This design comes from an exercise in tuning for small area, a short achievable clock period and few clock cycles per item on the open sky130 flow, not from production work.
Where RTL was checked, it was by simulation tests only, not by an equivalence proof against the original.
No functional check of the RTL was part of run 1.
No activity file was given, so power comes from the tool's default toggle rates.

[design/flow/design.v]
module limb_mul_sequencer #(
  parameter int W       = 32,
  parameter int LIMBS   = 4,
  parameter int MUL_LAT = 2
) (
  input  logic                   clk,
  input  logic                   rst,
  input  logic                   start,
  input  logic [W*LIMBS-1:0]     a,
  input  logic [W*LIMBS-1:0]     b,
  output logic                   busy,
  output logic [2*W*LIMBS-1:0]   product,
  output logic                   done,
  output logic                   mul_start,
  output logic [W-1:0]           mul_a,
  output logic [W-1:0]           mul_b,
  input  logic [2*W-1:0]         mul_product
);
  localparam int N  = W * LIMBS;      
  localparam int AW = 2 * W + 3;      
  localparam int LW = 2 * N - 2 * W;  
  localparam int PS = MUL_LAT + 1;    
  logic [N-1:0]    a_q, b_q;
  logic            act_q;
  logic [3:0]      t_q;
  logic [1:0]      isel_q, jsel_q;
  logic            busy_q;
  logic            accept;
  logic            ms_q;
  logic [W-1:0]    ma_q, mb_q;
  logic            v_q  [PS+1];
  logic            f_q  [PS+1];
  logic            s_q  [PS+1];
  logic            l_q  [PS+1];
  logic [2*W-1:0]  p_q;               
  logic [AW-1:0]   w_q;               
  logic [LW-1:0]   lo_q;              
  logic            done_q;
  logic [3:0]      t_nx;
  logic [1:0]      i_nx, j_nx;
  logic            newcol;
  logic [AW-1:0]   sum, cur;
  assign accept = start & ~busy_q & ~done_q;
  assign t_nx = t_q + 4'd1;
  always_comb begin
    i_nx = 2'd0; j_nx = 2'd0;
    case (t_nx)
      4'd0:  begin i_nx = 2'd0; j_nx = 2'd0; end
      4'd1:  begin i_nx = 2'd0; j_nx = 2'd1; end
      4'd2:  begin i_nx = 2'd1; j_nx = 2'd0; end
      4'd3:  begin i_nx = 2'd0; j_nx = 2'd2; end
      4'd4:  begin i_nx = 2'd1; j_nx = 2'd1; end
      4'd5:  begin i_nx = 2'd2; j_nx = 2'd0; end
      4'd6:  begin i_nx = 2'd0; j_nx = 2'd3; end
      4'd7:  begin i_nx = 2'd1; j_nx = 2'd2; end
      4'd8:  begin i_nx = 2'd2; j_nx = 2'd1; end
      4'd9:  begin i_nx = 2'd3; j_nx = 2'd0; end
      4'd10: begin i_nx = 2'd1; j_nx = 2'd3; end
      4'd11: begin i_nx = 2'd2; j_nx = 2'd2; end
      4'd12: begin i_nx = 2'd3; j_nx = 2'd1; end
      4'd13: begin i_nx = 2'd2; j_nx = 2'd3; end
      4'd14: begin i_nx = 2'd3; j_nx = 2'd2; end
      default: begin i_nx = 2'd3; j_nx = 2'd3; end
    endcase
  end
  always_comb begin
    case (t_q)
      4'd1, 4'd3, 4'd6, 4'd10, 4'd13, 4'd15: newcol = 1'b1;
      default:                               newcol = 1'b0;
    endcase
  end
  always_ff @(posedge clk) begin
    if (rst) begin
      act_q  <= 1'b0;
      busy_q <= 1'b0;
    end else if (accept) begin
      act_q  <= 1'b1;
      busy_q <= 1'b1;
    end else begin
      if (t_q == 4'd15) act_q <= 1'b0;
      busy_q <= act_q & (t_q != 4'd14) & (t_q != 4'd15);
    end
  end
  always_ff @(posedge clk) begin
    if (accept) begin
      t_q    <= '0;
      isel_q <= '0;
      jsel_q <= '0;
    end else begin
      t_q    <= t_nx;
      isel_q <= i_nx;
      jsel_q <= j_nx;
    end
  end
  always_ff @(posedge clk) begin
    if (!busy_q) begin
      a_q <= a;
      b_q <= b;
    end
  end
  always_ff @(posedge clk) begin
    ma_q <= a_q[isel_q*W +: W];
    mb_q <= b_q[jsel_q*W +: W];
  end
  always_ff @(posedge clk) begin
    if (rst) begin
      ms_q <= 1'b0;
      for (int k = 0; k <= PS; k++) v_q[k] <= 1'b0;
    end else begin
      ms_q   <= act_q;
      v_q[0] <= act_q;
      for (int k = 1; k <= PS; k++) v_q[k] <= v_q[k-1];
    end
  end
  always_ff @(posedge clk) begin
    f_q[0] <= (t_q == 4'd0);
    s_q[0] <= newcol;
    l_q[0] <= (t_q == 4'd15);
    for (int k = 1; k <= PS; k++) begin
      f_q[k] <= f_q[k-1];
      s_q[k] <= s_q[k-1];
      l_q[k] <= l_q[k-1];
    end
  end
  always_ff @(posedge clk) p_q <= mul_product;
  assign sum = w_q + AW'(p_q);
  assign cur = f_q[PS] ? AW'(p_q) : sum;
  always_ff @(posedge clk) begin
    if (s_q[PS-1]) w_q <= AW'(cur >> W);
    else           w_q <= cur;
    if (v_q[PS-1] && s_q[PS-1]) lo_q <= {cur[W-1:0], lo_q[LW-1:W]};
  end
  always_ff @(posedge clk) begin
    if (rst) done_q <= 1'b0;
    else     done_q <= v_q[PS] & l_q[PS];
  end
  assign busy      = busy_q;
  assign done      = done_q;
  assign product   = {w_q[2*W-1:0], lo_q};
  assign mul_start = ms_q;
  assign mul_a     = ma_q;
  assign mul_b     = mb_q;
endmodule
[design/flow/flow/run.sh]
#!/bin/bash
export BUFFER_PORTS_ARGS="-buffer_cell sky130_fd_sc_hd__buf_1"
bash standard.sh > standard.log 2>&1
[design/flow/standard.sh]
#!/bin/bash
# synth_recipe.tcl (not shown) runs the flow's synth.tcl, then flattens the netlist and writes it again
# the make line also repeats each setting of config.mk as NAME=value (left out here)
make -C /OpenROAD-flow-scripts/flow DESIGN_CONFIG=/design/flow/config.mk WORK_HOME=/design/flow/orfs CLKGATE_MAP_FILE= SYNTH_SCRIPT=/design/flow/synth_recipe.tcl "${@:-finish}"
[design/flow/config.mk]
export PLATFORM = sky130hd
export DESIGN_NAME = limb_mul_sequencer
export DESIGN_NICKNAME = limb_mul_sequencer
export VERILOG_FILES = /design/flow/design.v
export SDC_FILE = /design/flow/constraint.sdc
export NUM_CORES = 4
export LEC_CHECK = 0
export CAP_MARGIN = 20
export CORE_MARGIN = 2
export CORE_UTILIZATION = 50
export SETUP_SLACK_MARGIN = 4.5
export SLEW_MARGIN = 20
[design/flow/constraint.sdc]
create_clock -name core_clock -period 8.0 [get_ports {clk}]
set_input_delay 1.6000 -clock core_clock [delete_from_list [all_inputs] [get_ports {clk}]]
set_output_delay 1.6000 -clock core_clock [all_outputs]
set_load 0.01 [all_outputs]
==> impl_metrics.csv, run 1 <==
group,metric,value,unit
layout,area_growth,20.5,%
synthesis,synth-seq-cells,669,
grt,grt_max_degree,193,
grt,grt_use_met1,36.2,%
grt,gr-total-overflow,0,
critical_path,setup.worst_path.class,"reg2reg",
sta,rsz0062_at_grt,"yes",
synthesis,synth_cells,1675,
synthesis,syn_area_per_cell,15.1,um^2
floorplanning,die_w,229,um
critical_path,worstPathRequired,8480,ps
layout,stdcell_count,3016,
cts,postCtsHoldBufs,0,
synthesis,synth_cell_types,62,
synthesis,synth_ff_type,"edfxtp_1",
floorplanning,dieHeight,229,um
grt,grt_util_met2,45.3,%
synthesis,syn_area,0.0253,mm^2
grt,grt_pass1_vias,16092,
layout,nets,2677,
placement,pre_cts_slack,4210,ps
sta,final-setup-viol-count,0,
sta,max_freq,291,MHz
sta,setup_ws,4560,ps
cts,cts_tree,"built",
routing,via_count,16307,
grt,grt_pass1_wl,106000,um
critical_path,crit_chain,"ha_1, a21o_1, and4_4, o21a_2, a211o_1, o2111ai_4, a211oi_4, o31a_1, o21ai_4, o21bai_4, xor2_1, mux4_2",
critical_path,crit_family,"compound AO/OA/AOI/OAI gates",
power,pwr-share-clk,27.3,%
synthesis,synth_nets,2070,
floorplanning,dieArea,0.0524,mm^2
layout,layout-drive-gt1-share,9.67,%
power,p_sw,4.01,mW
critical_path,cp_max_fo,4,
sta,slew_viol_final,0,
cts,clk_latency,610,ps
cts,cts_buffers,69,
critical_path,slowest_stage,"mux4_2",
grt,track_usage,27.5,%
routing,first_iter_violations,1231,
critical_path,arrival,3920,ps
power,p_sw_share,34.6,%
power,p_int,7.57,mW
floorplanning,start_util,50.5,%
synthesis,yosys_warnings,5,
synthesis,muxShareOfSynthArea,6.93,%
placement,gp_congestion,0.921,
grt,antenna_found_initial,8,
routing,routedWlPerCell,24.3,um
routing,wl,73200,um
floorplanning,row_count,82,
synthesis,yosys.area_share.adder,3.59,%
cts,cts-root-buf,"clkbuf_16",
synthesis,synth_top_family_by_area,"compound AO/OA/AOI/OAI gates",
cts,clock_path_buffers,3,
routing,drc_errors,0,
grt,top_usage_layer,"met2",
run,maxCapViolCount,0,
grt,grt_util_met3,7.36,%
power,irDropWorstVdd,0.241,mV
critical_path,cp-end-kind,"register",
routing,drt-pass1-iter-count,7,
synthesis,ys_seq_area_share,70.7,%
worst_hold_path,min_path_type,"reg2reg",
cts,h-tree-depth,3,
placement,hpwl,55700,um
critical_path,cp-start-kind,"register",
sta,skew,19.2,ps
floorplanning,io_pins,646,
floorplanning,core_area,0.0501,mm^2
power,p_comb_share,32.9,%
power,p_seq_share,39.8,%
layout,final_util,60.8,%
sta,period_share,43.0,%
outcome,run_status,"complete, no violations",
synthesis,synth-simple-area-share,5.73,%
critical_path,slowest_delay,460,ps
power,p_leak,10.9,nW
placement,placed_area,0.0279,mm^2
synthesis,synth_edf_count,448,
layout,design_area,0.0304,mm^2
sta,tightestPinTransition,984,ps
routing,drt-vias-per-instance,5.41,
synthesis,synth-xor-area-share,2.29,%
synthesis,synthArstFlopShare,0,%
critical_path,path_buf_inv,0,
cts,cts.sinks,669,
sta,tns,0,ps
sta,fin_crit,3440,ps
placement,numPortBuffers,645,
placement,dpl.cell_count,2878,
synthesis,synth-compound-area-share,7.51,%
cts,clk_pin_slew_worst_paths,60,ps
power,power_density,380,mW/mm^2
sta,max_slew_margin,34.4,%
routing,ant_nets,0,
sta,hold_viol_final,0,
-- cells in the mapped netlist, types with 4 or more instances --
| cell | instances | share of area, % |
|---|---|---|
| edfxtp_1 | 448 | 53 |
| dfxtp_1 | 221 | 18 |
| nand2_1 | 112 | 1.7 |
| a21oi_1 | 107 | 2.1 |
| nor2_1 | 99 | 1.5 |
| ha_1 | 71 | 3.5 |
| mux4_2 | 68 | 6.1 |
| o21ai_0 | 66 | 1.3 |
| buf_4 | 64 | 1.9 |
| clkbuf_1 | 48 | 0.71 |
| xnor2_1 | 34 | 1.2 |
| xor2_1 | 32 | 1.1 |
| a21o_1 | 29 | 0.86 |
| inv_1 | 27 | 0.40 |
| nand3_1 | 20 | 0.40 |
| nor3_1 | 19 | 0.38 |
| o21bai_1 | 18 | 0.53 |
| nand4_1 | 17 | 0.42 |
| nor2b_1 | 15 | 0.37 |
| mux2i_1 | 14 | 0.55 |
| a211oi_1 | 13 | 0.39 |
| a31oi_1 | 10 | 0.25 |
| o21a_1 | 10 | 0.30 |
| buf_1 | 9 | 0.13 |
| nand2b_1 | 8 | 0.20 |
| nor4_1 | 8 | 0.20 |
| o31ai_1 | 8 | 0.24 |
| a221o_1 | 7 | 0.28 |
| and2_1 | 7 | 0.17 |
| mux2_2 | 7 | 0.31 |
| o21ai_1 | 6 | 0.12 |
| a221oi_1 | 4 | 0.14 |
| o22ai_1 | 4 | 0.099 |
-- per-layer routing --
metal	up-vias	share of wire (%)
li1	7459	-
met4	2	2.2
met1	8110	40
met2	640	49
met3	96	8.2
met5	-	0.018
-- power by group through the flow --
stage	Clock [mW]	Combinational (mW)	Sequential (mW)
after floorplan	0	2.68	4.58
after global placement	0	3.66	4.66
after detailed placement	0	3.65	4.68
after CTS	3.21	3.70	4.61
after global routing	3.35	4.13	4.66
final	3.16	3.81	4.61
-- state kept, by name (all words and copies together), names as in the netlist, 4 cells and up --
| signal | cells |
|---|---|
| a_q | 128 |
| b_q | 128 |
| f_q | 4 |
| l_q | 4 |
| lo_q | 192 |
| ma_q | 32 |
| mb_q | 32 |
| p_q | 64 |
| t_q | 4 |
| w_q | 67 |
-- placed cells by master (no fill, tap or decap), drive strengths merged, types with 4 or more instances in the layout --
cell    instances
buf           660
edfxtp        448
dfxtp         221
nand2         112
a21oi         107
clkbuf        107
nor2           99
o21ai          73
ha             71
mux4           68
xnor2          34
xor2           32
a21o           29
inv            29
nand3          20
nor3           20
o21bai         19
nand4          17
nor2b          15
mux2i          14
clkinv         14
a211oi         13
o21a           10
a31oi          10
nand2b          8
nor4            8
and2            8
o31ai           8
a221o           7
mux2            7
diode           6
o22ai           4
a221oi          4
-- worst paths after layout --
path              depth (start not counted)       to  startpoint  slack [ps]
setup / recovery                         12  w_q[29]      w_q[1]        4560
hold / removal                            0   f_q[1]      f_q[0]         320
setup reg to reg                         12  w_q[29]      w_q[1]        4560
hold reg to reg                           0   f_q[1]      f_q[0]         320
-- worst register-to-register path, delay by kind of cell (launching register included) --
family	cells	cell delay, ps
AO/OA/AOI/OAI	8	1890
multiplexers	1	460
flip-flops	1	330
adder cells (fa/ha/maj)	1	290
AND/OR/NAND/NOR	1	200
XOR/XNOR	1	140
-- what timing repair did --
item / 4_1_cts / 5_1_grt
endpoints found under the setup margin: 14 / 39
gates resized for setup: 13 / 28
pin swaps: 3 / 8
setup buffers: 1 / 2
-- cells by family (layout without fill, tap and decap cells) --
| group | after synthesis | after routing |
|---|---|---|
| buffers and inverters | 152 | 815 |
| AND/OR/NAND/NOR | 321 | 321 |
| flip-flops | 669 | 669 |
| multiplexers | 89 | 89 |
| XOR/XNOR | 66 | 66 |
| other | 0 | 6 |
| adder cells (fa/ha/maj) | 72 | 72 |
| AO/OA/AOI/OAI | 306 | 306 |
-- area by class of cell --
type,instances,area (um^2)
Antenna cell,6,15.0
Clock inverter,20,191
Clock buffer,107,2030
Fill cell,4071,19600
Multi-Input combinational cell,854,6780
Tap cell,672,841
Sequential cell,669,17900
Inverter,28,109
Timing Repair Buffer,660,2590
-- metrics by stage --
stage / hold WS (ps) / power (mW)
after global placement: 311 / 8.32
after global routing: 330 / 12.2
after CTS: 323 / 11.5
after detailed placement: 312 / 8.33
final: 324 / 11.6
after floorplan: 310 / 7.26
==> run 2, diff against run 1 <==
--- a/design/flow/design.v
+++ b/design/flow/design.v
@@ -123,7 +123,26 @@
     end
   end
   always_ff @(posedge clk) p_q <= mul_product;
-  assign sum = w_q + AW'(p_q);
+  localparam int LV = $clog2(AW);
+  logic [AW-1:0] pp [LV+1];
+  logic [AW-1:0] gg [LV+1];
+  logic [AW-1:0] xa, xb;
+  assign xa = w_q;
+  assign xb = AW'(p_q);
+  assign pp[0] = xa ^ xb;
+  assign gg[0] = xa & xb;
+  for (genvar lv = 0; lv < LV; lv++) begin : g_lv
+    for (genvar bi = 0; bi < AW; bi++) begin : g_bit
+      if (bi >= (1 << lv)) begin : g_op
+        assign gg[lv+1][bi] = gg[lv][bi] | (pp[lv][bi] & gg[lv][bi-(1<<lv)]);
+        assign pp[lv+1][bi] = pp[lv][bi] & pp[lv][bi-(1<<lv)];
+      end else begin : g_pass
+        assign gg[lv+1][bi] = gg[lv][bi];
+        assign pp[lv+1][bi] = pp[lv][bi];
+      end
+    end
+  end
+  assign sum = pp[0] ^ {gg[LV][AW-2:0], 1'b0};
   assign cur = f_q[PS] ? AW'(p_q) : sum;
   always_ff @(posedge clk) begin
     if (s_q[PS-1]) w_q <= AW'(cur >> W);
==> run 2 against run 1 <==
Against the previous run:
- global-route usage shrank 0.16 points
- non-clock buffer count shrank 3
- critical path depth shrank 2
- die area shrank 1.2%
- via count shrank 0.29%
- register-to-register slack gained 60 ps
- cell count shrank 0.17%
- critical path type unchanged
- cell area is essentially flat
- combinational power grew 1%
- flip-flop and latch count is the same
- power grew 0.60%
- first-iteration DRC count shrank 9.3%
==> impl_metrics.csv, run 2 <==
group,metric,value,unit
outcome,run_status,"complete, no violations",
synthesis,syn_area_per_cell,15.4,um^2
cts,postCtsHoldBufs,0,
cts,cts_buffers,70,
power,p_sw_share,34.4,%
cts,clock_path_buffers,3,
power,pwr-share-clk,27.7,%
synthesis,synth-seq-cells,669,
sta,tns,0,ps
grt,track_usage,27.4,%
routing,wl,72700,um
layout,nets,2681,
run,maxCapViolCount,0,
synthesis,ys_seq_area_share,71.6,%
sta,slew_viol_final,0,
sta,rsz0062_at_grt,"no",
grt,gr-total-overflow,0,
grt,grt_pass1_wl,102000,um
routing,ant_nets,0,
floorplanning,core_area,0.0492,mm^2
grt,grt_max_degree,174,
routing,drt-vias-per-instance,5.40,
routing,drt-pass1-iter-count,5,
sta,setup_ws,4620,ps
placement,gp_congestion,0.919,
layout,reg_top3,"lo_q: 192 flops, a_q: 128 flops, b_q: 128 flops",
synthesis,synth_cells,1619,
grt,grt_pass1_vias,15819,
critical_path,cp-start-kind,"register",
power,p_sw,4.01,mW
synthesis,synth_top_area_share,53.9,%
placement,pre_cts_slack,4440,ps
power,power,11.6,mW
floorplanning,dieHeight,227,um
cts,cts-root-buf,"clkbuf_16",
synthesis,synth_nets,2014,
power,p_leak,10.9,nW
critical_path,cp_max_fo,7,
cts,h-tree-depth,3,
sta,fin_crit,3380,ps
sta,final-setup-viol-count,0,
sta,max_slew_margin,29.7,%
synthesis,synth_edf_count,448,
floorplanning,io_pins,646,
grt,antenna_found_initial,17,
synthesis,synthTopCellsByCount,"edfxtp_1, dfxtp_1, nand2_1, a21oi_1, nor2_1",
placement,hpwl,55400,um
sta,period_share,42.3,%
critical_path,worstPathRequired,8480,ps
power,p_int,7.63,mW
sta,skew,18.0,ps
floorplanning,row_count,81,
cts,clk_latency,600,ps
cts,cts.sinks,669,
critical_path,setup.worst_path.class,"reg2reg",
power,p_seq_share,39.2,%
floorplanning,start_util,50.8,%
synthesis,yosys_warnings,7,
layout,regMostFlops,"lo_q",
synthesis,syn_area,0.0250,mm^2
floorplanning,die_w,227,um
layout,layout-drive-gt1-share,9.32,%
synthesis,synth.most_common_cell,"edfxtp_1",
power,irDropWorstVdd,0.282,mV
placement,numPortBuffers,645,
layout,nFillCells,3898,
placement,dpl.cell_count,2876,
worst_hold_path,min_path_type,"reg2reg",
synthesis,synthArstFlopShare,0,%
routing,drc_errors,0,
layout,area_growth,22.0,%
critical_path,arrival,3860,ps
power,power_density,382,mW/mm^2
floorplanning,dieArea,0.0517,mm^2
cts,cts_tree,"built",
sta,tightestPinTransition,1050,ps
layout,largest_reg_flops,192,
layout,final_cell_mix,"buf_1, edfxtp_1, dfxtp_1",
routing,first_iter_violations,1117,
critical_path,cp-end-kind,"register",
routing,routedWlPerCell,24.1,um
synthesis,synth_area_leader_cell,"edfxtp_1",
sta,worst_hold_slack,321,ps
layout,stdcell_count,3011,
cts,clk_pin_slew_worst_paths,60,ps
layout,final_common_cell,"buf_1",
synthesis,synth_area_leaders,"edfxtp_1, dfxtp_1, mux4_2",
sta,hold_viol_final,0,
sta,max_freq,296,MHz
synthesis,synth_cell_types,79,
power,p_comb_share,33.1,%
routing,via_count,16260,
synthesis,synth_ff_type,"edfxtp_1",
==> run 2: per-layer routing <==
metal	part of all wire (%)	global-route usage, %	vias up
met3	9.4	8.80	144
li1	-	-	7503
met5	0.13	0	-
met4	3.4	9.97	14
met2	48	44.2	676
met1	39	34.7	7923
==> run 2: what timing repair did <==
item	CTS	global route
buffers inserted	0	2
resized for setup	3	10
endpoints found under the setup margin	6	13
pin swaps	0	2
==> run 2: kinds of logic (layout without fill, tap and decap cells) <==
kind of cell / after synthesis / after routing / synth area share, %
xor+xnor: 67 / 67 / 2.35
mux: 87 / 87 / 7.00
other cells: 0 / 7 / 0
flops: 669 / 669 / 71.6
buf+inv: 85 / 806 / 1.36
simple gates: 318 / 318 / 5.75
fa+ha+maj: 72 / 72 / 3.64
compound gates: 321 / 321 / 8.30
==> run 2: cell type report <==
cell class	instances	area (um^2)	area share, %
Timing Repair Buffer	657	2540	8.32
Inverter	23	90.1	0.296
Multi-Input combinational cell	865	6830	22.4
Sequential cell	669	17900	58.7
Tap cell	664	831	2.73
Clock inverter	27	310	1.02
Antenna cell	7	17.5	0.0575
Clock buffer	99	1970	6.48
==> run 2: worst max-delay path, stage by stage (launching register included) <==
cell	delay [ps]
dfxtp_1	320
ha_1	410
nand2_1	230
nor4_1	540
a211o_1	230
nor3b_1	450
nor2_1	80
nand2b_1	150
a41oi_2	180
xnor2_1	200
mux4_2	470
==> run 2: power by group through the flow <==
stage	Clock, mW	Sequential [mW]	Combinational (mW)
after detailed placement	0	4.62	3.77
after global placement	0	4.61	3.78
final	3.22	4.56	3.86
after floorplan	0	4.68	2.45
after CTS	3.29	4.56	3.80
after global routing	3.43	4.61	4.20
==> run 2: final timing paths <==
kind | to | startpoint | cells after the start | slack [ps]
max | w_q[20] | p_q[38] | 10 | 4620
min | f_q[3] | f_q[2] | 0 | 320
min reg2reg | f_q[3] | f_q[2] | 0 | 320
max reg2reg | w_q[20] | p_q[38] | 10 | 4620
==> run 2: per-stage QoR <==
stage	utilization, %	area (um^2)
2_1_floorplan	-	25000
3_3_place_gp	57.1	28100
3_5_place_dp	57.1	28100
4_1_cts	61.8	30400
5_1_grt	62.0	30500
6_report	62.0	30500
Testbench counts of run 2, summed over its fixed seeds: cycles 25,648, items 1,600.
==> run 3, diff against run 2 <==
--- a/design/flow/config.mk
+++ b/design/flow/config.mk
@@ -8,5 +8,5 @@
 export CAP_MARGIN = 20
 export CORE_MARGIN = 2
 export CORE_UTILIZATION = 50
-export SETUP_SLACK_MARGIN = 4.5
+export SETUP_SLACK_MARGIN = 5
 export SLEW_MARGIN = 20
==> run 3 against run 2 <==
Against the previous run:
- still clean on timing, DRC and antenna
- fmax is 6.1% higher
- area after synthesis stayed put
- combinational power is 8.5% higher
- worst hold slack worse by 1.0 ps
- utilization is 1.5 points higher
- critical path type unchanged
- largest cell class unchanged
==> impl_metrics.csv, run 3 <==
group,metric,value,unit
routing,routedWlPerCell,24.2,um
placement,numPortBuffers,645,
synthesis,synth.most_common_cell,"edfxtp_1",
synthesis,synth_ff_type,"edfxtp_1",
sta,tightestPinTransition,1060,ps
routing,first_iter_violations,1146,
critical_path,worstPathRequired,8480,ps
power,irDropWorstVdd,0.281,mV
synthesis,synth_edf_count,448,
routing,via_count,16468,
cts,cts_tree,"built",
cts,postCtsHoldBufs,0,
floorplanning,core_area,0.0492,mm^2
power,p_comb_share,34.9,%
critical_path,slowest_stage,"mux4_2",
sta,rsz0062_at_grt,"yes",
outcome,run_status,"complete, no violations",
critical_path,critPathLaunch,"p_q[34]",
cts,clk_latency,610,ps
power,p_sw,4.17,mW
layout,final_cell_mix,"buf_1, edfxtp_1, dfxtp_1",
critical_path,crit_family,"simple AND/OR/NAND/NOR gates",
synthesis,ys_seq_area_share,71.6,%
sta,tns,0,ps
power,power_density,385,mW/mm^2
grt,grt_pass1_vias,15946,
layout,regMostFlops,"lo_q",
critical_path,cp-end-kind,"register",
layout,largest_reg_flops,192,
synthesis,syn_area_per_cell,15.4,um^2
synthesis,synth-seq-cells,669,
floorplanning,row_count,81,
critical_path,setup.worst_path.class,"reg2reg",
layout,nets,2702,
grt,grt_max_degree,174,
worst_hold_path,min_path_type,"reg2reg",
floorplanning,dieHeight,227,um
synthesis,synth_top_area_share,53.9,%
critical_path,crit_chain,"ha_1, nand2_1, o21ai_0, nor3b_1, a211o_1, nor3b_2, nor2_1, nand2b_1, a41oi_2, xnor2_2, mux4_2",
floorplanning,dieArea,0.0517,mm^2
routing,wl,73500,um
sta,setup_ws,4810,ps
placement,gp_congestion,0.919,
floorplanning,io_pins,646,
worst_hold_path,hp-start,"f_q[2]",
sta,skew,19.6,ps
sta,fin_crit,3190,ps
run,maxCapViolCount,0,
routing,drt-vias-per-instance,5.43,
layout,final_util,63.5,%
power,pwr-share-clk,26.9,%
floorplanning,start_util,50.8,%
cts,cts.sinks,669,
layout,area_growth,25.0,%
sta,slew_viol_final,0,
placement,pre_cts_slack,4440,ps
sta,hold_viol_final,0,
placement,hpwl,55400,um
grt,gr-total-overflow,0,
sta,max_freq,314,MHz
power,p_int,7.84,mW
critical_path,cp-start-kind,"register",
synthesis,synth_area_leader_cell,"edfxtp_1",
cts,h-tree-depth,3,
critical_path,arrival,3670,ps
grt,antenna_found_initial,18,
synthesis,yosys_warnings,7,
synthesis,synth_nets,2014,
layout,final_common_cell,"buf_1",
power,p_leak,11.0,nW
synthesis,synth_cell_types,79,
synthesis,synth_cells,1619,
power,p_seq_share,38.2,%
cts,clk_pin_slew_worst_paths,60,ps
layout,layout-drive-gt1-share,14.3,%
synthesis,synth_area_leaders,"edfxtp_1, dfxtp_1, mux4_2",
grt,grt_pass1_wl,102000,um
layout,nFillCells,3850,
synthesis,synthTopCellsByCount,"edfxtp_1, dfxtp_1, nand2_1, a21oi_1, nor2_1",
routing,ant_nets,0,
routing,drt-pass1-iter-count,5,
cts,cts_buffers,70,
critical_path,r2r-start,"p_q[34]",
cts,clock_path_buffers,3,
critical_path,path_buf_inv,0,
synthesis,synthArstFlopShare,0,%
sta,max_slew_margin,29.1,%
floorplanning,die_w,227,um
critical_path,cp_max_fo,6,
sta,period_share,39.8,%
power,p_sw_share,34.7,%
grt,track_usage,27.5,%
sta,final-setup-viol-count,0,
routing,drc_errors,0,
critical_path,slowest_delay,460,ps
cts,cts-root-buf,"clkbuf_16",
synthesis,syn_area,0.0250,mm^2
layout,reg_top3,"lo_q: 192 flops, a_q: 128 flops, b_q: 128 flops",
## run 3: what timing repair did
item	CTS	global route
resized for setup	38	108
setup buffers	13	10
pin swaps	12	35
setup endpoints to repair	52	63
## run 3: layout make-up
class	instances	area (um^2)	share of cell area [%]
sequential	669	17900	57.3
multi-input combinational	865	7400	23.7
timing repair buffer	678	2700	8.64
clock buffer	99	1970	6.33
tap	664	831	2.66
clock inverter	27	310	0.994
inverter	23	90.1	0.289
antenna	8	20.0	0.0641
## run 3: per-stage QoR
step           power [mW]  hold slack [ps]  std cells  area [um^2]
4_1_cts              11.8              322       3015        30600
2_1_floorplan        7.13              310       1619        25000
5_1_grt              12.6              332       3030        31200
6_report             12.0              320       3033        31200
3_5_place_dp         8.39              312       2876        28100
3_3_place_gp         8.39              311       2876        28100
## run 3: kinds of logic after synthesis
| group | share of synthesized area, % |
|---|---|
| AOI/OAI and AO/OA | 8.30 |
| and+or+nand+nor | 5.75 |
| muxes | 7.00 |
| adders and majority gates | 3.64 |
| DFF | 71.6 |
| xor gates and xnor gates | 2.35 |
| buffers and inverters | 1.36 |
## run 3: worst paths after layout
| kind | to | slack [ps] | depth (start not counted) |
|---|---|---|---|
| worst max-delay path | w_q[20] | 4810 | 11 |
| worst min-delay path | f_q[3] | 320 | 0 |
| worst max register to register | w_q[20] | 4810 | 11 |
| worst min register to register | f_q[3] | 320 | 0 |
## run 3: metal layers
metal | global-route usage (%) | wire length [um]
met1 | 34.6 | 28600
met2 | 44.6 | 35300
met5 | 0 | 104
met3 | 8.92 | 6910
met4 | 10.2 | 2600
## run 3: power groups by stage
stage               sequential [mW]  combinational (mW)  clock (mW)
finish                         4.59                4.19        3.23
floorplan                      4.68                2.45           0
CTS                            4.56                3.91        3.29
detailed placement             4.62                3.77           0
global route                   4.63                4.54        3.43
global placement               4.61                3.78           0
==> run 4, diff against run 3 <==
--- a/design/flow/design.v
+++ b/design/flow/design.v
@@ -144,9 +144,22 @@
   end
   assign sum = pp[0] ^ {gg[LV][AW-2:0], 1'b0};
   assign cur = f_q[PS] ? AW'(p_q) : sum;
+  logic sh_q, kp_q;
   always_ff @(posedge clk) begin
-    if (s_q[PS-1]) w_q <= AW'(cur >> W);
-    else           w_q <= cur;
+    sh_q <= s_q[PS-2] & ~f_q[PS-1];
+    kp_q <= ~s_q[PS-2];
+  end
+  logic [AW-1:0] w_nx;
+  always_comb begin
+    for (int k = 0; k < AW; k++) begin
+      if (k + W < AW)
+        w_nx[k] = (sh_q & sum[k+W]) | (kp_q & sum[k]) | (f_q[PS] & ((k + W < 2*W) ? p_q[(k+W) % (2*W)] : 1'b0));
+      else
+        w_nx[k] = kp_q & sum[k];
+    end
+  end
+  always_ff @(posedge clk) begin
+    w_q <= w_nx;
     if (v_q[PS-1] && s_q[PS-1]) lo_q <= {cur[W-1:0], lo_q[LW-1:W]};
   end
   always_ff @(posedge clk) begin
==> run 4 against run 3 <==
Against the previous run:
- cell count decreased by 0.13%
- worst hold slack better by 5.0 ps
- highest routed layer unchanged
- utilization is 0.43 points lower
- still clean on timing, DRC and antenna
- die area hardly changed
- clock skew fell by 4.9 ps
==> impl_metrics.csv, run 4 <==
group,metric,value,unit
synthesis,synth.most_common_cell,"edfxtp_1",
power,p_int,7.81,mW
synthesis,synth_area_leader_cell,"edfxtp_1",
routing,first_iter_violations,1162,
synthesis,synthArstFlopShare,0,%
run,maxCapViolCount,0,
cts,cts.sinks,671,
critical_path,cp_max_fo,4,
routing,via_count,16411,
power,p_leak,11.1,nW
layout,regMostFlops,"lo_q",
cts,cts-root-buf,"clkbuf_16",
routing,routedWlPerCell,23.4,um
placement,numPortBuffers,645,
sta,final-setup-viol-count,0,
critical_path,cp-start-kind,"register",
routing,drc_errors,0,
synthesis,ys_seq_area_share,71.8,%
layout,nFillCells,3829,
cts,h-tree-depth,3,
synthesis,synth_nets,2001,
power,p_seq_share,38.1,%
critical_path,arrival,3540,ps
critical_path,worstPathRequired,8480,ps
floorplanning,row_count,81,
synthesis,synth_top_area_share,53.9,%
routing,drt-pass1-iter-count,6,
sta,fin_crit,3060,ps
synthesis,synth_cell_types,85,
cts,cts_buffers,70,
synthesis,syn_area,0.0250,mm^2
routing,drt-vias-per-instance,5.42,
power,p_sw,4.08,mW
critical_path,r2r_slack,4940,ps
synthesis,synth_area_leaders,"edfxtp_1, dfxtp_1, mux4_2",
critical_path,cp-end-kind,"register",
cts,clock_path_buffers,3,
sta,tightestPinTransition,1060,ps
layout,final_common_cell,"buf_1",
floorplanning,start_util,50.8,%
cts,clk_latency,600,ps
placement,hpwl,53200,um
worst_hold_path,min_path_type,"reg2reg",
layout,final_cell_mix,"buf_1, edfxtp_1, dfxtp_1",
floorplanning,io_pins,646,
sta,rsz0062_at_grt,"yes",
synthesis,synth-seq-cells,671,
layout,area_growth,24.2,%
layout,reg_top3,"lo_q: 192 flops, a_q: 128 flops, b_q: 128 flops",
sta,max_slew_margin,29.7,%
grt,grt_pass1_wl,99900,um
synthesis,synth_cells,1606,
cts,clk_pin_slew_worst_paths,60,ps
synthesis,synth_edf_count,448,
power,irDropWorstVdd,0.240,mV
sta,hold_viol_final,0,
layout,layout-drive-gt1-share,12.6,%
sta,tns,0,ps
sta,slew_viol_final,0,
grt,grt_max_degree,139,
routing,ant_nets,0,
cts,postCtsHoldBufs,0,
grt,grt_pass1_vias,16196,
sta,max_freq,326,MHz
grt,top_usage_layer,"met2",
synthesis,synthTopCellsByCount,"edfxtp_1, dfxtp_1, nand2_1, a21oi_1, nor2_1",
power,power,11.9,mW
placement,gp_congestion,0.889,
power,power_density,384,mW/mm^2
layout,nets,2692,
grt,grt_util_met2,42.8,%
placement,dpl.cell_count,2875,
floorplanning,core_area,0.0492,mm^2
power,p_sw_share,34.3,%
layout,stdcell_count,3029,
grt,grt_util_met3,9.36,%
synthesis,yosys_warnings,7,
floorplanning,dieHeight,227,um
floorplanning,dieArea,0.0517,mm^2
power,p_comb_share,34.2,%
cts,cts_tree,"built",
synthesis,syn_area_per_cell,15.5,um^2
routing,wl,70800,um
critical_path,setup.worst_path.class,"reg2reg",
floorplanning,die_w,227,um
synthesis,synth_ff_type,"edfxtp_1",
layout,largest_reg_flops,192,
outcome,run_status,"complete, no violations",
sta,setup_ws,4940,ps
grt,track_usage,26.6,%
sta,skew,14.7,ps
grt,gr-total-overflow,0,
grt,antenna_found_initial,14,
grt,grt_use_met1,32.0,%
power,pwr-share-clk,27.7,%
placement,pre_cts_slack,4500,ps
sta,period_share,38.3,%
run 4: final cells by class:
| cell class | count | area, um^2 | share of cell area (%) |
|---|---|---|---|
| flip-flops and latches | 671 | 17900 | 57.8 |
| repair buffers | 672 | 2650 | 8.54 |
| well taps | 664 | 831 | 2.68 |
| clock inverters | 27 | 297 | 0.956 |
| inverters | 40 | 154 | 0.496 |
| multi-input cells | 842 | 7050 | 22.7 |
| clock buffers | 103 | 2070 | 6.68 |
| diodes | 10 | 25.0 | 0.0807 |
run 4: metrics by stage:
| step | cell area [um^2] | util (%) | hold slack, ps |
|---|---|---|---|
| 2_1_floorplan | 25000 | - | 310 |
| 3_3_place_gp | 28100 | 57.2 | 314 |
| 3_5_place_dp | 28100 | 57.2 | 313 |
| 4_1_cts | 30600 | 62.2 | 325 |
| 5_1_grt | 31000 | 63.1 | 331 |
| 6_report | 31000 | 63.1 | 325 |
run 4: routing by layer:
layer	up-vias	part of all wire [%]
met5	-	0.11
li1	7536	-
met3	147	9.6
met2	680	48
met1	8036	37
met4	12	4.3
run 4: power groups by stage:
stage	Combinational (mW)	Clock [mW]	Sequential (mW)
after global placement	3.76	0	4.58
after floorplan	2.46	0	4.71
final	4.07	3.30	4.53
after detailed placement	3.79	0	4.59
after global routing	4.44	3.49	4.58
after CTS	3.86	3.36	4.52
run 4: cell families after synthesis:
family          count (synthesis)  synth area share [%]
compound gates                320                  8.92
xor+xnor                       59                  2.07
fa+ha+maj                      72                  3.64
buf+inv                        93                  1.56
flops                         671                  71.8
mux                            76                  6.28
simple gates                  315                  5.75
run 4: what timing repair did:
item | CTS | global route
buffers inserted | 4 | 9
resized for setup | 17 | 72
endpoints found under the setup margin | 47 | 57
pin swaps | 12 | 28
run 4: worst paths after layout:
kind / startpoint / end / depth (start not counted)
worst min register to register: s_q[0] / s_q[1] / 0
worst max register to register: w_q[0] / w_q[24] / 13
worst min-delay path: s_q[0] / s_q[1] / 0
worst max-delay path: w_q[0] / w_q[24] / 13
run 4: worst max-delay path, cell delays in order, from the launching register on:
cell	delay [ps]
dfxtp_2	360
ha_4	140
inv_2	40
fa_2	340
nand2b_4	160
a21oi_4	230
o211ai_4	140
a211oi_4	370
o21bai_2	150
a211oi_4	330
buf_4	180
nor2_2	40
xnor2_1	170
a221o_1	290
Testbench counts of run 4, summed over its fixed seeds: cycles 25,648, items 1,600.
==> run 5, diff against run 4 <==
--- a/design/flow/config.mk
+++ b/design/flow/config.mk
@@ -8,5 +8,7 @@
 export CAP_MARGIN = 20
 export CORE_MARGIN = 2
 export CORE_UTILIZATION = 50
+export CTS_CLUSTER_DIAMETER = 100
+export CTS_CLUSTER_SIZE = 30
 export SETUP_SLACK_MARGIN = 5
 export SLEW_MARGIN = 20
==> run 5 against run 4 <==
Against the previous run:
- utilization decreased by 3.2 points
- sequential share of layout area increased by 3.1 points
- synthesized cell count unchanged
- register-to-register slack about the same
- worst setup slack improved by 11 ps
- worst hold slack improved by 14 ps
- die area unchanged
==> impl_metrics.csv, run 5 <==
group,metric,value,unit
critical_path,arrival,3570,ps
cts,clk_pin_slew_worst_paths,110,ps
sta,rsz0062_at_grt,"yes",
layout,area_growth,17.8,%
synthesis,synthArstFlopShare,0,%
synthesis,synth-seq-cells,671,
critical_path,cp-end-kind,"register",
sta,max_freq,328,MHz
grt,track_usage,25.8,%
synthesis,syn_area_per_cell,15.5,um^2
cts,cts_tree,"built",
routing,routedWlPerCell,23.5,um
layout,nFillCells,4019,
synthesis,yosys_warnings,7,
routing,drt-vias-per-instance,5.44,
cts,postCtsHoldBufs,0,
critical_path,r2r-start,"w_q[0]",
floorplanning,die_w,227,um
cts,cts_buffers,27,
floorplanning,dieArea,0.0517,mm^2
cts,clk_latency,630,ps
sta,worst_hold_slack,339,ps
critical_path,critPathLaunch,"w_q[0]",
synthesis,synthTopCellsByCount,"edfxtp_1, dfxtp_1, nand2_1, a21oi_1, nor2_1",
critical_path,r2r_slack,4950,ps
routing,ant_nets,0,
sta,period_share,38.2,%
critical_path,cp_max_fo,4,
synthesis,synth_area_leaders,"edfxtp_1, dfxtp_1, mux4_2",
placement,gp_congestion,0.889,
synthesis,synth_cell_types,85,
power,power_density,350,mW/mm^2
synthesis,syn_area,0.0250,mm^2
critical_path,timing.rr.end,"w_q[24]",
placement,dpl.cell_count,2875,
sta,skew,23.9,ps
cts,clock_path_buffers,3,
floorplanning,dieHeight,227,um
sta,slew_viol_final,0,
grt,antenna_found_initial,13,
layout,reg_top3,"lo_q: 192 flops, a_q: 128 flops, b_q: 128 flops",
outcome,run_status,"complete, no violations",
sta,hold_viol_final,0,
synthesis,synth_top_area_share,53.9,%
layout,stdcell_count,2954,
grt,grt_pass1_wl,97900,um
layout,largest_reg_flops,192,
cts,cts.sinks,671,
sta,final-setup-viol-count,0,
layout,regMostFlops,"lo_q",
layout,final_util,59.8,%
worst_hold_path,min_path_type,"reg2reg",
layout,layout-drive-gt1-share,9.60,%
cts,h-tree-depth,1,
critical_path,endpoint,"w_q[24]",
synthesis,ys_seq_area_share,71.8,%
power,irDropWorstVdd,0.225,mV
floorplanning,start_util,50.8,%
synthesis,synth.most_common_cell,"edfxtp_1",
layout,seq_area,0.0179,mm^2
layout,final_common_cell,"buf_1",
power,p_leak,10.4,nW
power,power,10.3,mW
grt,gr-total-overflow,0,
critical_path,cp-start-kind,"register",
layout,final_cell_mix,"buf_1, edfxtp_1, dfxtp_1",
synthesis,synth_nets,2001,
run,maxCapViolCount,0,
layout,multi_input_area,0.00696,mm^2
critical_path,worstPathRequired,8520,ps
synthesis,synth_ff_type,"edfxtp_1",
critical_path,r2r_cells,13,
floorplanning,core_area,0.0492,mm^2
grt,grt_max_degree,139,
sta,tightestPinTransition,1040,ps
placement,hpwl,53200,um
sta,tns,0,ps
synthesis,synth_area_leader_cell,"edfxtp_1",
floorplanning,row_count,81,
cts,cts-root-buf,"clkbuf_16",
sta,fin_crit,3050,ps
routing,drt-pass1-iter-count,6,
critical_path,setup.worst_path.class,"reg2reg",
routing,first_iter_violations,1217,
layout,nets,2655,
synthesis,synth_edf_count,448,
synthesis,synth_cells,1606,
placement,numPortBuffers,645,
sta,max_slew_margin,30.5,%
routing,wl,69400,um
floorplanning,io_pins,646,
grt,grt_pass1_vias,15630,
routing,via_count,16058,
routing,drc_errors,0,
## run 5: worst max-delay path: stages (launching register included)
cell	delay (ps)
dfxtp_2	380
ha_4	140
inv_2	40
fa_2	330
nand2b_4	160
a21oi_4	240
o211ai_4	140
a211oi_4	380
o21bai_4	120
a211oi_4	320
buf_4	180
nor2_1	50
xnor2_1	180
a221o_1	290
## run 5: cells by family after synthesis
kind of cell / after synthesis / share of synthesized area, %
flops: 671 / 71.8
compound gates: 320 / 8.92
simple gates: 315 / 5.75
buf+inv: 93 / 1.56
mux: 76 / 6.28
fa+ha+maj: 72 / 3.64
xor+xnor: 59 / 2.07
## run 5: what timing repair did
item	4_1_cts	5_1_grt
setup endpoints to repair	48	55
pin swaps	11	24
buffers inserted	7	12
resized for setup	20	56
## run 5: through the flow
| stage | cell area, um^2 | worst slack, ps |
|---|---|---|
| 2_1_floorplan | 25000 | 3430 |
| 3_3_place_gp | 28100 | 4600 |
| 3_5_place_dp | 28100 | 4500 |
| 4_1_cts | 29100 | 4990 |
| 5_1_grt | 29400 | 4870 |
| 6_report | 29400 | 4950 |
## run 5: worst min path at each step
stage | from | to | slack, ps | cells after the start
after global placement | l_q[0] | l_q[1] | 310 | 0
after floorplan | f_q[0] | f_q[1] | 310 | 0
after global routing | l_q[1] | l_q[2] | 340 | 0
final | f_q[0] | f_q[1] | 340 | 0
after CTS | l_q[1] | l_q[2] | 340 | 0
after detailed placement | l_q[1] | l_q[2] | 310 | 0
## run 5: area by class of cell
type                    count  share of cell area [%]
diodes                      9                  0.0766
clock buffers              44                    2.51
clock inverters             6                   0.285
inverters                  40                   0.523
multi-input cells         842                    23.7
flip-flops and latches    671                    61.0
well taps                 664                    2.82
repair buffers            678                    9.16
## run 5: metal layers
metal / track usage [%] / share of wire [%] / vias up
li1: - / - / 7419
met1: 32.1 / 38 / 7901
met5: 0 / 0.12 / -
met3: 7.42 / 8.9 / 110
met2: 42.6 / 48 / 616
met4: 10.7 / 4.1 / 12
## run 5: where the power goes
part | internal [mW] | leakage, nW | switching [mW] | total (mW)
sequential | 4.28 | 6.21 | 0.234 | 4.52
clock | 0.678 | 0.396 | 1.05 | 1.73
combinational | 1.55 | 3.77 | 2.50 | 4.04
total | 6.51 | 10.4 | 3.78 | 10.3
==> run 6, diff against run 5 <==
==> design/flow/flow/run.sh (replaced) <==
#!/bin/bash
export BUFFER_PORTS_ARGS="-buffer_cell sky130_fd_sc_hd__buf_1"
sed 's/SETUP_SLACK_MARGIN=[0-9.]*/SETUP_SLACK_MARGIN=5.4/' standard.sh > standard_m.sh
bash standard_m.sh > standard.log 2>&1
--- a/design/flow/config.mk
+++ b/design/flow/config.mk
@@ -8,7 +8,5 @@
 export CAP_MARGIN = 20
 export CORE_MARGIN = 2
 export CORE_UTILIZATION = 50
-export CTS_CLUSTER_DIAMETER = 100
-export CTS_CLUSTER_SIZE = 30
 export SETUP_SLACK_MARGIN = 5
 export SLEW_MARGIN = 20
==> run 6 against run 5 <==
Against the previous run:
- cell count grew 7.4%
- non-clock buffer count is 133 higher
- worst hold slack lost 13 ps
- power increased by 30%
- global-route usage rose by 1.3 points
- via count rose by 5.1%
- combinational power rose by 35%
- fmax is 2.4% higher
- wire length increased by 6.6%
- flip-flop and latch count is the same
- clock power rose by 85%
- critical path depth down 1
==> impl_metrics.csv, run 6 <==
group,metric,value,unit
grt,grt_pass1_wl,102000,um
synthesis,syn_area_per_cell,15.5,um^2
routing,first_iter_violations,1048,
routing,wl,74000,um
floorplanning,dieArea,0.0517,mm^2
cts,clk_latency,600,ps
synthesis,synth-seq-cells,671,
floorplanning,dieHeight,227,um
placement,hpwl,53200,um
cts,clock_path_buffers,3,
floorplanning,start_util,50.8,%
synthesis,synth_nets,2001,
floorplanning,io_pins,646,
critical_path,r2r-start,"p_q[0]",
synthesis,synthArstFlopShare,0,%
critical_path,r2r_cells,12,
critical_path,crit_family,"compound AO/OA/AOI/OAI gates",
layout,layout-drive-gt1-share,40.1,%
synthesis,synthTopCellsByCount,"edfxtp_1, dfxtp_1, nand2_1, a21oi_1, nor2_1",
critical_path,slowest_delay,470,ps
cts,postCtsHoldBufs,0,
cts,cts_buffers,69,
run,maxCapViolCount,0,
synthesis,syn_area,0.0250,mm^2
power,irDropWorstVdd,0.259,mV
sta,tightestPinTransition,1090,ps
critical_path,setup.worst_path.class,"reg2reg",
synthesis,synth_area_leader_cell,"edfxtp_1",
sta,tns,0,ps
outcome,run_status,"complete, no violations",
worst_hold_path,min_path_type,"reg2reg",
synthesis,synth_edf_count,448,
grt,grt_pass1_vias,16562,
sta,max_slew_margin,27.6,%
grt,grt_max_degree,84,
power,p_leak,13.3,nW
critical_path,crit_top_cell,"a211oi_4",
routing,routedWlPerCell,23.3,um
critical_path,arrival,3520,ps
worst_hold_path,whs_path_depth,0,
cts,cts.sinks,671,
worst_hold_path,hp-start,"l_q[2]",
sta,hold_viol_final,0,
critical_path,path_buf_inv,1,
synthesis,synth_cells,1606,
floorplanning,row_count,81,
sta,skew,21.1,ps
layout,area_growth,39.7,%
synthesis,synth.most_common_cell,"edfxtp_1",
critical_path,crit_chain,"ha_4, inv_2, fa_2, nand2b_4, a21oi_4, o211ai_4, a211oi_4, o21bai_4, a211oi_4, o2111ai_4, a2111o_1, nand3_1",
grt,antenna_found_initial,19,
layout,stdcell_count,3172,
sta,max_freq,335,MHz
grt,gr-total-overflow,0,
routing,drc_errors,0,
placement,dpl.cell_count,2876,
critical_path,r2r_slack,5020,ps
layout,nets,2831,
critical_path,worstPathRequired,8540,ps
synthesis,ys_seq_area_share,71.8,%
power,power_density,384,mW/mm^2
routing,ant_nets,0,
synthesis,synth_cell_types,85,
placement,numPortBuffers,645,
floorplanning,core_area,0.0492,mm^2
routing,via_count,16870,
synthesis,synth_area_leaders,"edfxtp_1, dfxtp_1, mux4_2",
sta,final-setup-viol-count,0,
worst_hold_path,hold_end,"l_q[3]",
layout,final_common_cell,"edfxtp_1",
routing,drt-pass1-iter-count,5,
layout,regMostFlops,"lo_q",
layout,reg_top3,"lo_q: 192 flops, a_q: 128 flops, b_q: 128 flops",
cts,clk_pin_slew_worst_paths,60,ps
cts,h-tree-depth,3,
cts,cts_tree,"built",
critical_path,cp-start-kind,"register",
synthesis,synth_top_area_share,53.9,%
synthesis,synth_ff_type,"edfxtp_1",
sta,fin_crit,2980,ps
cts,cts-root-buf,"clkbuf_16",
synthesis,yosys_warnings,7,
layout,largest_reg_flops,192,
critical_path,cp_max_fo,5,
sta,period_share,37.3,%
critical_path,timing.rr.end,"w_q[34]",
grt,track_usage,27.2,%
floorplanning,die_w,227,um
critical_path,cp-end-kind,"register",
placement,gp_congestion,0.913,
critical_path,slowest_stage,"a2111o_1",
sta,slew_viol_final,0,
routing,drt-vias-per-instance,5.32,
sta,rsz0062_at_grt,"yes",
layout,final_cell_mix,"edfxtp_1, buf_1, buf_6",
[run 6: cell count changes in the layout (fill, tap and decap cells not counted), sizes merged]
cell	change
clkinv	+21
clkinvlp	+2
clkbuf	+140
diode	+8
buf	+45
bufinv	+3
inv	-1
[run 6: power breakdown]
group / internal, mW / total [mW] / switching [mW]
clock: 1.88 / 3.20 / 1.32
combinational: 2.57 / 5.46 / 2.89
sequential: 4.38 / 4.75 / 0.368
total: 8.83 / 13.4 / 4.57
[run 6: how the worst max path moves through the flow]
stage,from,endpoint,slack (ps),depth (start not counted)
floorplan,busy_q,a_q[0],3430,1
detailed placement,w_q[12],lo_q[191],4890,10
global placement,w_q[12],lo_q[191],4850,10
finish,p_q[0],w_q[34],5020,12
CTS,p_q[0],w_q[34],5070,12
global route,p_q[0],w_q[34],4940,12
[run 6: routing by layer]
metal | track usage, % | part of all wire (%)
met5 | 0 | 0.037
met1 | 32.2 | 38
met4 | 12.9 | 4.1
met2 | 44.9 | 50
met3 | 8.94 | 8.4
[run 6: what timing repair did]
| item | 4_1_cts | 5_1_grt |
|---|---|---|
| cloned | 1 | 0 |
| pin swaps | 61 | 77 |
| endpoints found under the hold margin | 0 | 0 |
| setup buffers | 74 | 78 |
| resized for setup | 711 | 326 |
| endpoints found under the setup margin | 454 | 460 |
[run 6: logic make-up (layout without fill, tap and decap cells)]
kind of cell               Yosys count  after routing  synth area share, %
adders and majority gates           72             72                 3.64
DFF                                671            671                 71.8
buffers and inverters               93            978                 1.56
muxes                               76             76                 6.28
and+or+nand+nor                    315            315                 5.75
AOI/OAI and AO/OA                  320            320                 8.92
other                                0             17                    0
xor gates and xnor gates            59             59                 2.07
[run 6: cell type report]
class | count | area (um^2)
timing repair buffer | 811 | 5290
tap | 664 | 831
clock inverter | 30 | 289
timing repair inverter | 1 | 7.51
sequential | 671 | 18100
antenna | 17 | 42.5
inverter | 40 | 154
fill | 3395 | 14300
clock buffer | 96 | 1990
multi-input combinational | 842 | 8140
[run 6: stage by stage]
stage               setup slack (ps)  util [%]  power, mW  hold slack (ps)  cell area (um^2)
floorplan                       3430         -       7.22              310             25100
global placement                4850      57.4       8.40              310             28200
detailed placement              4890      57.4       8.45              312             28200
CTS                             5070      67.4       12.7              329             33100
global route                    4940      70.9       14.0              335             34900
finish                          5020      71.0       13.4              326             34900
==> run 7, diff against run 6 <==
==> design/flow/flow/run.sh (replaced) <==
#!/bin/bash
export BUFFER_PORTS_ARGS="-buffer_cell sky130_fd_sc_hd__buf_1"
bash standard.sh > standard.log 2>&1
--- a/design/flow/config.mk
+++ b/design/flow/config.mk
@@ -7,6 +7,8 @@
 export LEC_CHECK = 0
 export CAP_MARGIN = 20
 export CORE_MARGIN = 2
-export CORE_UTILIZATION = 50
+export CORE_UTILIZATION = 60
+export CTS_CLUSTER_DIAMETER = 80
+export CTS_CLUSTER_SIZE = 25
 export SETUP_SLACK_MARGIN = 5
 export SLEW_MARGIN = 20
==> run 7 against run 6 <==
Against the previous run:
- still clean on timing, DRC and antenna
- synthesized cell count did not move
- area after synthesis did not move
- clock power fell by 37%
- utilization rose by 1.1 points
- clock skew fell by 3.8 ps
- worst hold slack improved by 6.0 ps
- critical endpoint is now w_q[30]
==> impl_metrics.csv, run 7 <==
group,metric,value,unit
outcome,run_status,"complete, no violations",
synthesis,synthTopCellsByCount,"edfxtp_1, dfxtp_1, nand2_1, a21oi_1, nor2_1",
synthesis,synth_area_leaders,"edfxtp_1, dfxtp_1, mux4_2",
critical_path,worstPathRequired,8420,ps
sta,tightestPinTransition,944,ps
grt,grt_pass1_wl,98700,um
cts,cts.sinks,671,
placement,hpwl,52300,um
grt,grt_util_met2,50.3,%
power,power_density,357,mW/mm^2
grt,antenna_found_initial,9,
power,irDropWorstVdd,0.231,mV
critical_path,crit_family,"compound AO/OA/AOI/OAI gates",
critical_path,slowest_stage,"ha_1",
critical_path,cp-start-kind,"register",
synthesis,ys_seq_area_share,71.8,%
critical_path,cp_max_fo,6,
routing,drt-pass1-iter-count,6,
synthesis,synth_area_leader_cell,"edfxtp_1",
floorplanning,io_pins,646,
layout,layout-drive-gt1-share,9.53,%
critical_path,r2r_cells,10,
synthesis,synth.most_common_cell,"edfxtp_1",
cts,h-tree-depth,2,
sta,max_freq,335,MHz
layout,nFillCells,2809,
cts,cts_buffers,36,
layout,regMostFlops,"lo_q",
routing,first_iter_violations,1514,
layout,final_cell_mix,"buf_1, edfxtp_1, dfxtp_1",
cts,cts_tree,"built",
critical_path,arrival,3410,ps
layout,largest_reg_flops,192,
sta,skew,17.3,ps
critical_path,cp-end-kind,"register",
grt,grt_util_met3,8.69,%
floorplanning,dieArea,0.0433,mm^2
worst_hold_path,hold_end,"l_q[1]",
critical_path,path_buf_inv,0,
critical_path,crit_chain,"ha_1, a21oi_1, o21ai_0, a21o_1, a211o_1, nor2_1, o21bai_1, xor2_1, a222oi_1, o311ai_0",
synthesis,synth_cells,1606,
placement,numPortBuffers,645,
routing,ant_nets,0,
critical_path,setup.worst_path.class,"reg2reg",
cts,clk_latency,580,ps
sta,fin_crit,2990,ps
critical_path,r2r-start,"w_q[21]",
grt,grt_use_met1,39.4,%
cts,cts-root-buf,"clkbuf_16",
sta,slew_viol_final,0,
cts,postCtsHoldBufs,0,
grt,top_usage_layer,"met2",
run,maxCapViolCount,0,
floorplanning,dieHeight,208,um
floorplanning,start_util,61.0,%
routing,wl,68800,um
synthesis,synth_edf_count,448,
grt,grt_pass1_vias,15626,
synthesis,synth_nets,2001,
synthesis,syn_area,0.0250,mm^2
critical_path,timing.rr.end,"w_q[30]",
synthesis,synth_top_area_share,53.9,%
worst_hold_path,hp-start,"l_q[0]",
sta,period_share,37.3,%
layout,reg_top3,"lo_q: 192 flops, a_q: 128 flops, b_q: 128 flops",
power,power,10.5,mW
floorplanning,die_w,208,um
sta,tns,0,ps
routing,routedWlPerCell,24.3,um
sta,max_slew_margin,37.1,%
synthesis,synthArstFlopShare,0,%
floorplanning,row_count,74,
layout,nets,2657,
power,p_leak,10.5,nW
layout,final_common_cell,"buf_1",
cts,clk_pin_slew_worst_paths,90,ps
floorplanning,core_area,0.0409,mm^2
cts,clock_path_buffers,3,
critical_path,r2r_slack,5010,ps
synthesis,synth_ff_type,"edfxtp_1",
critical_path,slowest_delay,430,ps
sta,rsz0062_at_grt,"yes",
grt,gr-total-overflow,0,
grt,grt_max_degree,205,
synthesis,yosys_warnings,7,
sta,hold_viol_final,0,
routing,via_count,16218,
layout,area_growth,18.1,%
synthesis,syn_area_per_cell,15.5,um^2
placement,gp_congestion,0.923,
routing,drt-vias-per-instance,5.73,
sta,final-setup-viol-count,0,
worst_hold_path,whs_path_depth,0,
worst_hold_path,min_path_type,"reg2reg",
synthesis,synth-seq-cells,671,
synthesis,synth_cell_types,85,
grt,track_usage,31.0,%
routing,drc_errors,0,
-- run 7: cell counts after synthesis --
No cell type changed its count.
-- run 7: cell type report --
| class | count | area [um^2] | share of cell area (%) |
|---|---|---|---|
| Inverter | 40 | 154 | 0.522 |
| Timing Repair Buffer | 671 | 2670 | 9.06 |
| Clock buffer | 54 | 990 | 3.36 |
| Tap cell | 532 | 666 | 2.26 |
| Clock inverter | 10 | 129 | 0.437 |
| Antenna cell | 9 | 22.5 | 0.0764 |
| Sequential cell | 671 | 17900 | 60.8 |
| Multi-Input combinational cell | 842 | 6930 | 23.5 |
-- run 7: how the worst max path moves through the flow --
stage               startpoint      end  slack [ps]  depth (start not counted)
finish                 w_q[21]  w_q[30]        5010                         10
global route           w_q[21]  w_q[30]        4870                         10
CTS                     w_q[9]  w_q[30]        5010                         10
detailed placement      w_q[0]  w_q[26]        4710                         12
global placement        w_q[0]  w_q[26]        4760                         12
floorplan               busy_q   a_q[0]        3430                          1
-- run 7: power breakdown --
part / total, mW / internal, mW / switching (mW)
sequential: 4.53 / 4.28 / 0.252
combinational: 3.97 / 1.53 / 2.44
clock: 2.03 / 0.925 / 1.10
total: 10.5 / 6.74 / 3.79
-- run 7: repair_timing --
| action | CTS | global route |
|---|---|---|
| setup endpoints to repair | 42 | 42 |
| gates resized for setup | 17 | 47 |
| pin swaps | 11 | 19 |
| setup buffers | 5 | 7 |
-- run 7: metal layers --
metal  up-vias  part of all wire (%)
li1       7429                     -
met1      7881                    38
met2       774                    48
met3       132                   9.2
met4         2                   4.5
met5         -                 0.025
-- run 7: worst reg2reg max path, delay by kind of cell (launching register included) --
kind | cells | cell delay [ps]
adders and majority gates | 1 | 430
and+or+nand+nor | 1 | 320
AOI/OAI and AO/OA | 7 | 1570
DFF | 1 | 330
xor gates and xnor gates | 1 | 190
-- run 7: logic make-up (layout without fill, tap and decap cells) --
group                    after synthesis  in the layout  synth area share (%)
AO/OA/AOI/OAI                        320            320                  8.92
XOR/XNOR                              59             59                  2.07
buffers and inverters                 93            775                  1.56
adder cells (fa/ha/maj)               72             72                  3.64
AND/OR/NAND/NOR                      315            315                  5.75
other                                  0              9                     0
flip-flops                           671            671                  71.8
multiplexers                          76             76                  6.28
-- run 7: metrics by stage --
step	worst slack (ps)	cell area, um^2	hold slack, ps	utilization [%]	instances
detailed placement	4710	27900	312	68.2	2742
finish	5010	29500	332	72.1	2829
global route	4870	29500	339	72.1	2828
CTS	5010	29200	334	71.3	2811
floorplan	3430	25000	310	-	1606
global placement	4760	27900	310	68.2	2742
==> run 8, diff against run 7 <==
==> design/flow/flow/run.sh (replaced) <==
#!/bin/bash
export BUFFER_PORTS_ARGS="-buffer_cell sky130_fd_sc_hd__buf_1"
export CTS_ARGS="-sink_clustering_enable -repair_clock_nets -sink_clustering_size 25 -sink_clustering_max_diameter 100 -dont_use_dummy_load"
bash standard.sh > standard.log 2>&1
--- a/design/flow/config.mk
+++ b/design/flow/config.mk
@@ -7,8 +7,8 @@
 export LEC_CHECK = 0
 export CAP_MARGIN = 20
 export CORE_MARGIN = 2
-export CORE_UTILIZATION = 60
-export CTS_CLUSTER_DIAMETER = 80
+export CORE_UTILIZATION = 50
+export CTS_CLUSTER_DIAMETER = 100
 export CTS_CLUSTER_SIZE = 25
 export SETUP_SLACK_MARGIN = 5
 export SLEW_MARGIN = 20
==> run 8 against run 7 <==
Against the previous run:
- power decreased by 2.8%
- first-iteration DRC count down 21%
- critical endpoint is now w_q[24]
- critical path type unchanged
- clock-buffer cell count shrank 23
- largest cell class unchanged
- highest routed layer unchanged
==> impl_metrics.csv, run 8 <==
group,metric,value,unit
outcome,run_status,"complete, no violations",
placement,gp_congestion,0.889,
floorplanning,die_w,227,um
routing,drt-vias-per-instance,5.44,
power,irDropWorstVdd,0.216,mV
synthesis,ys_seq_area_share,71.8,%
cts,h-tree-depth,1,
grt,grt_pass1_vias,15755,
synthesis,synth_area_leaders,"edfxtp_1, dfxtp_1, mux4_2",
critical_path,arrival,3520,ps
placement,dpl.cell_count,2875,
layout,regMostFlops,"lo_q",
critical_path,r2r_slack,4980,ps
routing,wl,69400,um
routing,dr.max_layer_used,"met5",
sta,hold_viol_final,0,
critical_path,crit_top_cell,"a211oi_4",
floorplanning,dieHeight,227,um
routing,ant_nets,0,
power,p_comb_share,39.3,%
critical_path,crit_chain,"ha_4, inv_2, fa_2, nand2b_4, a21oi_4, o211ai_4, a211oi_4, o21bai_4, a211oi_4, buf_4, nor2_2, xnor2_1, a221o_1",
sta,max_freq,331,MHz
routing,wl_met2,33600,um
routing,drc_errors,0,
sta,period_share,37.7,%
layout,final_common_cell,"buf_1",
synthesis,syn_area,0.0250,mm^2
power,power,10.2,mW
cts,clock_path_buffers,3,
sta,skew,63.7,ps
critical_path,cp-end-kind,"register",
critical_path,timing.rr.end,"w_q[24]",
layout,nFillCells,4002,
placement,placed_area,0.0281,mm^2
grt,grt_max_degree,139,
critical_path,worstPathRequired,8500,ps
worst_hold_path,hp-start,"s_q[0]",
floorplanning,io_pins,646,
grt,gr-total-overflow,0,
layout,layout-drive-gt1-share,9.48,%
layout,stdcell_count,2930,
power,power_density,349,mW/mm^2
critical_path,slowest_delay,380,ps
cts,cts_buffers,31,
routing,met1Wirelength,26300,um
cts,clk_latency,630,ps
synthesis,synthTopCellsByCount,"edfxtp_1, dfxtp_1, nand2_1, a21oi_1, nor2_1",
worst_hold_path,whs_path_depth,0,
sta,max_slew_margin,30.4,%
cts,cts_tree,"built",
layout,largest_reg_flops,192,
synthesis,synth_area_leader_cell,"edfxtp_1",
sta,tightestPinTransition,1040,ps
cts,cts-root-buf,"clkbuf_16",
critical_path,setup.worst_path.class,"reg2reg",
routing,first_iter_violations,1191,
synthesis,synth_nets,2001,
routing,wl_met3,6370,um
synthesis,yosys_warnings,7,
grt,track_usage,25.9,%
floorplanning,start_util,50.8,%
routing,routedWlPerCell,23.7,um
worst_hold_path,min_path_type,"reg2reg",
power,p_sw,3.73,mW
power,p_int,6.50,mW
placement,numPortBuffers,645,
synthesis,synth.most_common_cell,"edfxtp_1",
power,pwr-share-clk,16.6,%
synthesis,synth_top_area_share,53.9,%
cts,cts.sinks,671,
run,maxCapViolCount,0,
synthesis,synth_cells,1606,
synthesis,synth-seq-cells,671,
sta,rsz0062_at_grt,"yes",
critical_path,r2r_cells,13,
floorplanning,row_count,81,
cts,clk_pin_slew_worst_paths,100,ps
critical_path,slowest_stage,"a211oi_4",
synthesis,synthArstFlopShare,0,%
critical_path,cp_max_fo,4,
sta,fin_crit,3020,ps
power,p_leak,10.4,nW
synthesis,synth_cell_types,85,
layout,multi_input_area,0.00698,mm^2
placement,hpwl,53200,um
critical_path,cp-start-kind,"register",
synthesis,synth_ff_type,"edfxtp_1",
worst_hold_path,hold_end,"s_q[1]",
layout,nets,2655,
grt,antenna_found_initial,12,
floorplanning,core_area,0.0492,mm^2
critical_path,r2r-start,"w_q[0]",
critical_path,critPathLaunch,"w_q[0]",
sta,tns,0,ps
floorplanning,dieArea,0.0517,mm^2
layout,design_area,0.0294,mm^2
sta,slew_viol_final,0,
layout,seq_area,0.0179,mm^2
layout,final_cell_mix,"buf_1, edfxtp_1, dfxtp_1",
sta,final-setup-viol-count,0,
grt,grt_pass1_wl,98300,um
layout,reg_top3,"lo_q: 192 flops, a_q: 128 flops, b_q: 128 flops",
power,p_seq_share,44.1,%
layout,area_growth,17.6,%
synthesis,syn_area_per_cell,15.5,um^2
routing,drt-pass1-iter-count,5,
synthesis,synth_edf_count,448,
power,p_sw_share,36.4,%
routing,via_count,15947,
==> run 8: cell counts after synthesis <==
Identical to the previous run, type by type.
==> run 8: what timing repair did <==
action / in CTS / in global routing
pin swaps: 17 / 14
buffers inserted: 9 / 6
gates resized for setup: 27 / 51
hold buffers: 0 / 0
endpoints found under the setup margin: 48 / 55
==> run 8: worst max path at each step <==
| stage | to |
|---|---|
| 5_1_grt | w_q[30] |
| 2_1_floorplan | a_q[0] |
| 6_report | w_q[24] |
| 3_3_place_gp | w_q[34] |
| 3_5_place_dp | w_q[34] |
| 4_1_cts | w_q[26] |
==> run 8: worst max-delay path: cells and delay by family (launching register included) <==
kind | cells | cell delay (ps)
xor gates and xnor gates | 1 | 170
DFF | 1 | 370
buffers and inverters | 2 | 200
AOI/OAI and AO/OA | 6 | 1500
adders and majority gates | 2 | 470
and+or+nand+nor | 2 | 200
==> run 8: power groups by stage <==
stage	clock (mW)	sequential, mW	combinational (mW)
6_report	1.70	4.52	4.02
5_1_grt	1.85	4.57	4.40
4_1_cts	1.75	4.52	3.89
3_5_place_dp	0	4.59	3.79
3_3_place_gp	0	4.58	3.76
2_1_floorplan	0	4.71	2.46
==> run 8: layout make-up <==
cell class | instances | area share (%)
tap | 664 | 2.83
antenna | 8 | 0.0682
inverter | 40 | 0.524
sequential | 671 | 61.1
clock buffer | 31 | 2.64
timing repair buffer | 674 | 9.07
multi-input combinational | 842 | 23.8
==> run 8: per-layer routing <==
metal | GRT usage, % | up-vias
li1 | - | 7397
met1 | 31.9 | 7807
met2 | 43.0 | 607
met3 | 7.50 | 124
met4 | 10.9 | 12
met5 | 0 | -
==> run 8: cells by family after synthesis <==
family,share of synthesized area [%]
DFF,71.8
AOI/OAI and AO/OA,8.92
and+or+nand+nor,5.75
buffers and inverters,1.56
muxes,6.28
adders and majority gates,3.64
xor gates and xnor gates,2.07
==> run 8: stage by stage <==
stage / util, % / worst slack (ps) / hold slack [ps]
3_5_place_dp: 57.2 / 4500 / 313
4_1_cts: 59.1 / 4940 / 330
6_report: 59.7 / 4980 / 333
5_1_grt: 59.7 / 4910 / 336
3_3_place_gp: 57.2 / 4600 / 314
2_1_floorplan: - / 3430 / 310

## static timing again, ports no longer ideal
The flow's constraints put no driver on any port. The routed layouts listed below were extracted and timed again, unchanged, in two steps.
Step 1 assumes that a clkbuf_16 drives the clock port and a buf_2 every other input.
Step 2 also shifts input and output timing later by t, the mid clock arrival at the registers, as if the neighbouring blocks saw the same clock.
Slacks: ideal / step 1 / step 2; pairs: ideal / step 1.
run	t (ns)	setup slack, ns	cell pins on the clock port's net
run 1	0.663	4.563 / 4.563 / 4.563	1
run 2	0.651	4.619 / 4.619 / 4.619	1
run 3	0.656	4.814 / 4.814 / 4.814	1
run 4	0.651	4.935 / 4.935 / 4.935	1
run 5	0.674	4.947 / 4.947 / 4.947	1
run 6	0.650	5.019 / 5.019 / 5.019	1
run 7	0.629	5.014 / 5.014 / 5.014	1
run 8	0.662	4.983 / 4.977 / 4.983	1
After both steps every run listed still meets setup and hold.
